This design comes from an exercise in tuning for small area and a short achievable clock period on the open sky130 flow, not from production work. Function was checked by simulation only, so behaviour that the tests miss may differ from the original.

==> flow/design.v <==
package stream_fifo_pkg;
  localparam int PHASE_BITS = 3;
endpackage
module stream_fifo #(
  parameter int WIDTH = 16,
  parameter int DEPTH = 256
) (
  input  logic                       clock,
  input  logic                       reset,
  input  logic [WIDTH-1:0]           in_data,
  input  logic                       in_valid,
  output logic                       in_ready,
  output logic [WIDTH-1:0]           out_data,
  output logic                       out_valid,
  input  logic                       out_ready,
  output logic [$clog2(DEPTH):0]     count,
  output logic                       full,
  output logic                       empty
);
  localparam int AW    = $clog2(DEPTH);
  localparam int CW    = AW + 1;
  localparam int PW    = stream_fifo_pkg::PHASE_BITS;
  localparam int NPH   = 1 << PW;
  localparam int LW    = AW - PW;
  localparam int NLOOP = (DEPTH >> PW) - 1;
  logic [PW-1:0]        ph_b;       
  logic [NPH-1:0]       ph_oh;
  logic                 v1;         
  logic [WIDTH-1:0]     p1d;
  logic [AW-1:0]        tw_b;       
  logic [NPH-1:0]       tw_oh;
  logic [AW-1:0]        rh_b;       
  logic [NPH-1:0]       rh_oh;
  logic                 big;                
  logic                 dl_0, dl_1;         
  logic                 tge_q, seq_q;       
  logic                 gec_q, gek_q;       
  logic                 lt0_q, eq0_q;       
  logic                 lt1_q, eq1_q;       
  logic [LW-1:0]        tw_l, rh_l;         
  logic [LW-1:0]        dl;                 
  logic [NPH*WIDTH-1:0] wd;         
  logic [NPH-1:0]       wv;
  logic [NPH*WIDTH-1:0] rd;         
  logic [NPH-1:0]       rv;         
  logic [NPH-1:0]       sv;         
  logic [WIDTH-1:0]     inj_q;      
  logic [NLOOP-1:0]     inj_sel;    
  logic [NLOOP-1:0]     cap_sel;    
  logic                 fwd_q;      
  logic [WIDTH-1:0]     hq;
  logic                 hv;
  logic                 full_q, empty_q, rdy_q;
  logic [CW-1:0]        cnt_q;
  logic [NLOOP*WIDTH-1:0] tap1;
  genvar gb;
  generate
    for (gb = 0; gb < NLOOP; gb++) begin : g_loop
      logic [NPH*WIDTH-1:0] sh;
      always_ff @(posedge clock) begin
        if (inj_sel[gb])
          sh <= {inj_q, sh[NPH*WIDTH-1:WIDTH]};
        else
          sh <= {sh[WIDTH-1:0], sh[NPH*WIDTH-1:WIDTH]};
      end
      assign tap1[gb*WIDTH +: WIDTH] = sh[2*WIDTH-1:WIDTH];
    end
  endgenerate
  function automatic logic [NPH-1:0] rotl(input logic [NPH-1:0] x, input int k);
    logic [2*NPH-1:0] y;
    y = {x, x} << k;
    rotl = y[2*NPH-1:NPH];
  endfunction
  function automatic logic [WIDTH-1:0] pick_w(input logic [NPH*WIDTH-1:0] v,
                                              input logic [NPH-1:0] oh);
    logic [WIDTH-1:0] acc;
    acc = '0;
    for (int i = 0; i < NPH; i++)
      acc = acc | (v[i*WIDTH +: WIDTH] & {WIDTH{oh[i]}});
    pick_w = acc;
  endfunction
  function automatic logic [NPH-1:0] therm(input logic [NPH-1:0] oh);
    logic [NPH-1:0] t;
    t[0] = oh[0];
    for (int i = 1; i < NPH; i++)
      t[i] = t[i-1] | oh[i];
    therm = t;
  endfunction
  function automatic logic [NLOOP-1:0] rotl_l(input logic [NLOOP-1:0] x, input int k);
    logic [2*NLOOP-1:0] y;
    y = {x, x} << k;
    rotl_l = y[2*NLOOP-1:NLOOP];
  endfunction
  function automatic logic [NLOOP-1:0] dec_loop(input logic [LW-1:0] l);
    dec_loop = NLOOP'(1) << l;
  endfunction
  logic             accept, pop, avail, mv, byp, spec, cap_we;
  logic             lt_n, eq_n, gt_n;
  logic [NPH-1:0]   c_oh;                
  logic [WIDTH-1:0] mv_data, cap_data, tap_data, stg_data;
  assign accept = in_valid && rdy_q;
  assign pop    = hv && out_ready;
  logic n_small;
  logic [NPH-1:0] tw_n_oh;
  assign n_small  = !big;
  assign lt_n = !big && ((dl_0 && tge_q) || (dl_1 && !tge_q));
  assign eq_n = !big && dl_1 && seq_q;
  assign tw_n_oh = v1 ? rotl(tw_oh, 1) : tw_oh;
  assign gt_n = !lt_n && !eq_n;
  assign avail   = |(rh_oh & rv);
  assign mv      = avail && (!hv || out_ready);
  assign mv_data = pick_w(rd, rh_oh);
  assign byp     = v1 && (lt_n || (eq_n && mv));
  assign c_oh = rotl(ph_oh, 1);
  always_comb begin
    tap_data = '0;
    for (int b = 0; b < NLOOP; b++)
      tap_data = tap_data | (tap1[b*WIDTH +: WIDTH] & {WIDTH{cap_sel[b]}});
  end
  assign stg_data = pick_w(wd, c_oh);
  assign cap_data = tap_data | (stg_data & {WIDTH{fwd_q}});
  assign spec   = |(c_oh & rh_oh & rv);
  assign cap_we = spec ? (mv && gt_n) : |(c_oh & sv & ~rv);
  logic [PW-1:0]    ph1, ph2, tws;
  logic [NPH-1:0]   i_oh, k_oh;
  logic             i_wr, i_pend;
  logic [WIDTH-1:0] i_data;
  logic [NLOOP-1:0] rhi_oh, twhi_oh, rot1, rot2, sel0, sel1, inj_nx;
  logic             kd;
  logic             m0, m1, m2;
  logic             ge_k, k_wr, k_pnd, fwd0, fwd1;
  logic             h0, h1, c0, c1, ge_c;
  logic [NPH-1:0]   r1_oh;
  assign ph1     = ph_b + PW'(1);
  assign ph2     = ph_b + PW'(2);
  assign tws     = tw_b[PW-1:0];
  assign i_oh    = rotl(ph_oh, 1);
  assign k_oh    = rotl(ph_oh, 2);
  assign rhi_oh  = dec_loop(rh_l);
  assign twhi_oh = dec_loop(tw_l);
  assign i_wr   = v1 && |(i_oh & tw_oh);
  assign i_pend = i_wr || |(i_oh & wv);
  assign i_data = i_wr ? p1d : pick_w(wd, i_oh);
  assign ge_c   = gec_q;                    
  assign inj_nx = (i_wr || !ge_c) ? twhi_oh : rotl_l(twhi_oh, NLOOP - 1);
  assign h0      = |(k_oh & (rv | (tw_oh & {NPH{v1 && lt_n}})));
  assign h1      = |(k_oh & (rv | (tw_oh & {NPH{v1 && (lt_n || eq_n)}})));
  assign r1_oh   = rotl(rh_oh, 1);
  assign c0      = lt0_q || (eq0_q && h0);
  assign c1      = lt1_q || (eq1_q && h1);
  assign rot1    = rotl_l(rhi_oh, 1);
  assign rot2    = rotl_l(rhi_oh, 2);
  assign sel0    = c0 ? rot1 : rhi_oh;
  assign sel1    = (r1_oh[0] && c1) ? rot2 : (r1_oh[0] || c1) ? rot1 : rhi_oh;
  assign ge_k  = gek_q;                     
  assign k_wr  = v1 && |(k_oh & tw_oh);
  assign k_pnd = k_wr || |(k_oh & wv);
  assign kd    = !k_wr && ge_k;
  assign m0    = kd ? (dl == LW'(1)) : (dl == LW'(0));
  assign m1    = kd ? (dl == LW'(2)) : (dl == LW'(1));
  assign m2    = kd ? (dl == LW'(3)) : (dl == LW'(2));
  assign fwd0  = k_pnd && n_small && (c0 ? m1 : m0);
  assign fwd1  = k_pnd && n_small &&
                 ((r1_oh[0] && c1) ? m2 : (r1_oh[0] || c1) ? m1 : m0);
  always_ff @(posedge clock) begin
    p1d   <= in_data;
    inj_q <= i_data;
    if (mv)
      hq <= mv_data;
    for (int i = 0; i < NPH; i++) begin
      if (v1 && tw_oh[i])
        wd[i*WIDTH +: WIDTH] <= p1d;
      if ((byp && tw_oh[i]) || (cap_we && c_oh[i]))
        rd[i*WIDTH +: WIDTH] <= (v1 && tw_oh[i] && (lt_n || (eq_n && rv[i])))
                                ? p1d : cap_data;
    end
  end
  always_ff @(posedge clock) begin
    if (reset) begin
      ph_b    <= '0;
      ph_oh   <= NPH'(1);
      v1      <= 1'b0;
      tw_b    <= '0;
      tw_oh   <= NPH'(1);
      rh_b    <= '0;
      rh_oh   <= NPH'(1);
      big     <= 1'b0;
      dl_0    <= 1'b1;
      tge_q   <= 1'b1;
      gec_q   <= 1'b1;
      lt0_q   <= 1'b0;
      eq0_q   <= 1'b0;
      lt1_q   <= 1'b0;
      eq1_q   <= 1'b0;
      gek_q   <= 1'b1;
      seq_q   <= 1'b1;
      dl_1    <= 1'b0;
      tw_l    <= '0;
      dl      <= '0;
      rh_l    <= '0;
      wv      <= '0;
      rv      <= '0;
      sv      <= '0;
      inj_sel <= '0;
      cap_sel <= '0;
      fwd_q   <= 1'b0;
      hv      <= 1'b0;
      cnt_q   <= '0;
      full_q  <= 1'b0;
      empty_q <= 1'b1;
      rdy_q   <= 1'b1;
    end else begin
      ph_b  <= ph1;
      ph_oh <= rotl(ph_oh, 1);
      v1    <= accept;
      if (v1) begin
        tw_b  <= tw_b + AW'(1);
        tw_oh <= rotl(tw_oh, 1);
      end
      if (mv) begin
        rh_b  <= rh_b + AW'(1);
        rh_oh <= rotl(rh_oh, 1);
      end
      if (v1 && tw_oh[NPH-1])
        tw_l <= (tw_l == LW'(NLOOP - 1)) ? '0 : tw_l + LW'(1);
      if (mv && rh_oh[NPH-1])
        rh_l <= (rh_l == LW'(NLOOP - 1)) ? '0 : rh_l + LW'(1);
      gec_q <= |(rotl(ph_oh, 2) & therm(tw_n_oh));
      gek_q <= |(rotl(ph_oh, 3) & therm(tw_n_oh));
      if (mv) begin
        lt0_q <= !(|(rotl(ph_oh, 3) & therm(rotl(rh_oh, 1))));
        eq0_q <= |(rotl(ph_oh, 3) & rotl(rh_oh, 1));
        lt1_q <= !(|(rotl(ph_oh, 3) & therm(rotl(rh_oh, 2))));
        eq1_q <= |(rotl(ph_oh, 3) & rotl(rh_oh, 2));
      end else begin
        lt0_q <= !(|(rotl(ph_oh, 3) & therm(rh_oh)));
        eq0_q <= |(rotl(ph_oh, 3) & rh_oh);
        lt1_q <= !(|(rotl(ph_oh, 3) & therm(rotl(rh_oh, 1))));
        eq1_q <= |(rotl(ph_oh, 3) & rotl(rh_oh, 1));
      end
      if (mv) begin
        tge_q <= |(tw_n_oh & therm(rotl(rh_oh, 1)));
        seq_q <= |(tw_n_oh & rotl(rh_oh, 1));
      end else begin
        tge_q <= |(tw_n_oh & therm(rh_oh));
        seq_q <= |(tw_n_oh & rh_oh);
      end
      if ((v1 && tw_oh[NPH-1]) && !(mv && rh_oh[NPH-1])) begin
        dl <= (dl == LW'(NLOOP - 1)) ? '0 : dl + LW'(1);
        dl_0 <= dl == LW'(NLOOP - 1);
        dl_1 <= dl == '0;
        if (dl == LW'((NLOOP - 1) / 2))
          big <= 1'b1;
      end else if (!(v1 && tw_oh[NPH-1]) && (mv && rh_oh[NPH-1])) begin
        dl <= (dl == '0) ? LW'(NLOOP - 1) : dl - LW'(1);
        dl_0 <= dl == LW'(1);
        dl_1 <= dl == LW'(2);
        if (dl == LW'((NLOOP + 1) / 2))
          big <= 1'b0;
      end
      for (int i = 0; i < NPH; i++) begin
        if (v1 && tw_oh[i])
          wv[i] <= 1'b1;
        else if (ph_oh[i])
          wv[i] <= 1'b0;
        if (byp && tw_oh[i]) begin
          rv[i] <= 1'b1;
          sv[i] <= 1'b1;
        end else if (cap_we && c_oh[i]) begin
          rv[i] <= 1'b1;
          sv[i] <= 1'b1;
        end else if (mv && rh_oh[i]) begin
          rv[i] <= 1'b0;
          sv[i] <= gt_n;
        end
      end
      inj_sel <= i_pend ? inj_nx : '0;
      if (mv) begin
        cap_sel <= fwd1 ? '0 : sel1;
        fwd_q   <= fwd1;
      end else begin
        cap_sel <= fwd0 ? '0 : sel0;
        fwd_q   <= fwd0;
      end
      hv      <= mv || (hv && !out_ready);
      cnt_q   <= pop ? (accept ? cnt_q : cnt_q - CW'(1)) : (accept ? cnt_q + CW'(1) : cnt_q);
      full_q  <= (cnt_q == CW'(DEPTH - 1) && accept && !pop) || (full_q && !pop);
      rdy_q   <= !((cnt_q == CW'(DEPTH - 1) && accept && !pop) || (full_q && !pop));
      empty_q <= (cnt_q == CW'(1) && pop && !accept) || (empty_q && !accept);
    end
  end
  assign in_ready  = rdy_q;
  assign full      = full_q;
  assign empty     = empty_q;
  assign count     = cnt_q;
  assign out_valid = hv;
  assign out_data  = hq;
endmodule
clock: 5.0 ns
lec_check: 0
abc_clock_period_in_ps: 2000
cap_margin: 20
core_margin: 2
core_utilization: 40
cts_cluster_diameter: 80
cts_cluster_size: 28
setup_slack_margin: 2.5
slew_margin: 20
run.sh (not shown) runs the stock make flow with config.mk's settings and CLKGATE_MAP_FILE= SYNTH_SCRIPT=/design/flow/synth_recipe.tcl, a recipe that flattens the netlist after the stock synthesis.
Then changed:
--- a/flow/design.v
+++ b/flow/design.v
@@ -32,13 +32,10 @@
   logic [AW-1:0]        rh_b;       
   logic [NPH-1:0]       rh_oh;
   logic                 big;                
   logic                 dl_0, dl_1;         
   logic                 tge_q, seq_q;       
-  logic                 gec_q, gek_q;       
-  logic                 lt0_q, eq0_q;       
-  logic                 lt1_q, eq1_q;       
   logic [LW-1:0]        tw_l, rh_l;         
   logic [LW-1:0]        dl;                 
   logic [NPH*WIDTH-1:0] wd;         
   logic [NPH-1:0]       wv;
   logic [NPH*WIDTH-1:0] rd;         
@@ -139,22 +136,22 @@
   assign rhi_oh  = dec_loop(rh_l);
   assign twhi_oh = dec_loop(tw_l);
   assign i_wr   = v1 && |(i_oh & tw_oh);
   assign i_pend = i_wr || |(i_oh & wv);
   assign i_data = i_wr ? p1d : pick_w(wd, i_oh);
-  assign ge_c   = gec_q;                    
+  assign ge_c   = |(i_oh & therm(tw_oh));    
   assign inj_nx = (i_wr || !ge_c) ? twhi_oh : rotl_l(twhi_oh, NLOOP - 1);
   assign h0      = |(k_oh & (rv | (tw_oh & {NPH{v1 && lt_n}})));
   assign h1      = |(k_oh & (rv | (tw_oh & {NPH{v1 && (lt_n || eq_n)}})));
   assign r1_oh   = rotl(rh_oh, 1);
-  assign c0      = lt0_q || (eq0_q && h0);
-  assign c1      = lt1_q || (eq1_q && h1);
+  assign c0      = !(|(k_oh & therm(rh_oh))) || (|(k_oh & rh_oh) && h0);
+  assign c1      = !(|(k_oh & therm(r1_oh))) || (|(k_oh & r1_oh) && h1);
   assign rot1    = rotl_l(rhi_oh, 1);
   assign rot2    = rotl_l(rhi_oh, 2);
   assign sel0    = c0 ? rot1 : rhi_oh;
   assign sel1    = (r1_oh[0] && c1) ? rot2 : (r1_oh[0] || c1) ? rot1 : rhi_oh;
-  assign ge_k  = gek_q;                     
+  assign ge_k  = |(k_oh & therm(tw_oh));    
   assign k_wr  = v1 && |(k_oh & tw_oh);
   assign k_pnd = k_wr || |(k_oh & wv);
   assign kd    = !k_wr && ge_k;
   assign m0    = kd ? (dl == LW'(1)) : (dl == LW'(0));
   assign m1    = kd ? (dl == LW'(2)) : (dl == LW'(1));
@@ -185,16 +182,10 @@
       rh_b    <= '0;
       rh_oh   <= NPH'(1);
       big     <= 1'b0;
       dl_0    <= 1'b1;
       tge_q   <= 1'b1;
-      gec_q   <= 1'b1;
-      lt0_q   <= 1'b0;
-      eq0_q   <= 1'b0;
-      lt1_q   <= 1'b0;
-      eq1_q   <= 1'b0;
-      gek_q   <= 1'b1;
       seq_q   <= 1'b1;
       dl_1    <= 1'b0;
       tw_l    <= '0;
       dl      <= '0;
       rh_l    <= '0;
@@ -223,23 +214,10 @@
       end
       if (v1 && tw_oh[NPH-1])
         tw_l <= (tw_l == LW'(NLOOP - 1)) ? '0 : tw_l + LW'(1);
       if (mv && rh_oh[NPH-1])
         rh_l <= (rh_l == LW'(NLOOP - 1)) ? '0 : rh_l + LW'(1);
-      gec_q <= |(rotl(ph_oh, 2) & therm(tw_n_oh));
-      gek_q <= |(rotl(ph_oh, 3) & therm(tw_n_oh));
-      if (mv) begin
-        lt0_q <= !(|(rotl(ph_oh, 3) & therm(rotl(rh_oh, 1))));
-        eq0_q <= |(rotl(ph_oh, 3) & rotl(rh_oh, 1));
-        lt1_q <= !(|(rotl(ph_oh, 3) & therm(rotl(rh_oh, 2))));
-        eq1_q <= |(rotl(ph_oh, 3) & rotl(rh_oh, 2));
-      end else begin
-        lt0_q <= !(|(rotl(ph_oh, 3) & therm(rh_oh)));
-        eq0_q <= |(rotl(ph_oh, 3) & rh_oh);
-        lt1_q <= !(|(rotl(ph_oh, 3) & therm(rotl(rh_oh, 1))));
-        eq1_q <= |(rotl(ph_oh, 3) & rotl(rh_oh, 1));
-      end
       if (mv) begin
         tge_q <= |(tw_n_oh & therm(rotl(rh_oh, 1)));
         seq_q <= |(tw_n_oh & rotl(rh_oh, 1));
       end else begin
         tge_q <= |(tw_n_oh & therm(rh_oh));
The changed run passed the timing, DRC and antenna checks; sequential share of layout area came out lower by 0.12 points; global-route usage grows by 0.56 points; non-clock buffer count climbs by 29; synthesized area fell slightly; register-to-register slack got worse by 70 ps; via count is about the same; cell area stays flat.

[afterwards: timing with drivers on the ports]
Ports are ideal in the flow. The routed layouts listed here were re-timed in OpenROAD.
Step 1, drivers: a clkbuf_16 drives clock and a buf_2 each remaining input, both assumed.
Step 2, shift: input delay + t, output delay - t, t = (earliest + latest rising clock arrival at the registers) / 2. This alone moves slack from input paths to output paths.
a / b / c = no drivers / after step 1 / after step 2; a / b = the first two.
run | t, ns | slack for setup (ns) | latest minus earliest clock arrival (ns) | worst register clock-pin slew, ns
the first run | 0.959 | 2.286 / 2.286 / 1.801 | 0.072 / 0.072 | 0.11 / 0.11
the second run | 0.939 | 2.218 / 2.218 / 1.642 | 0.072 / 0.072 | 0.11 / 0.11
After both steps every run listed still meets setup and hold. For the second run, which loses most, drivers alone change the setup slack by 0.000 ns; drivers and shift together by -0.576 ns.
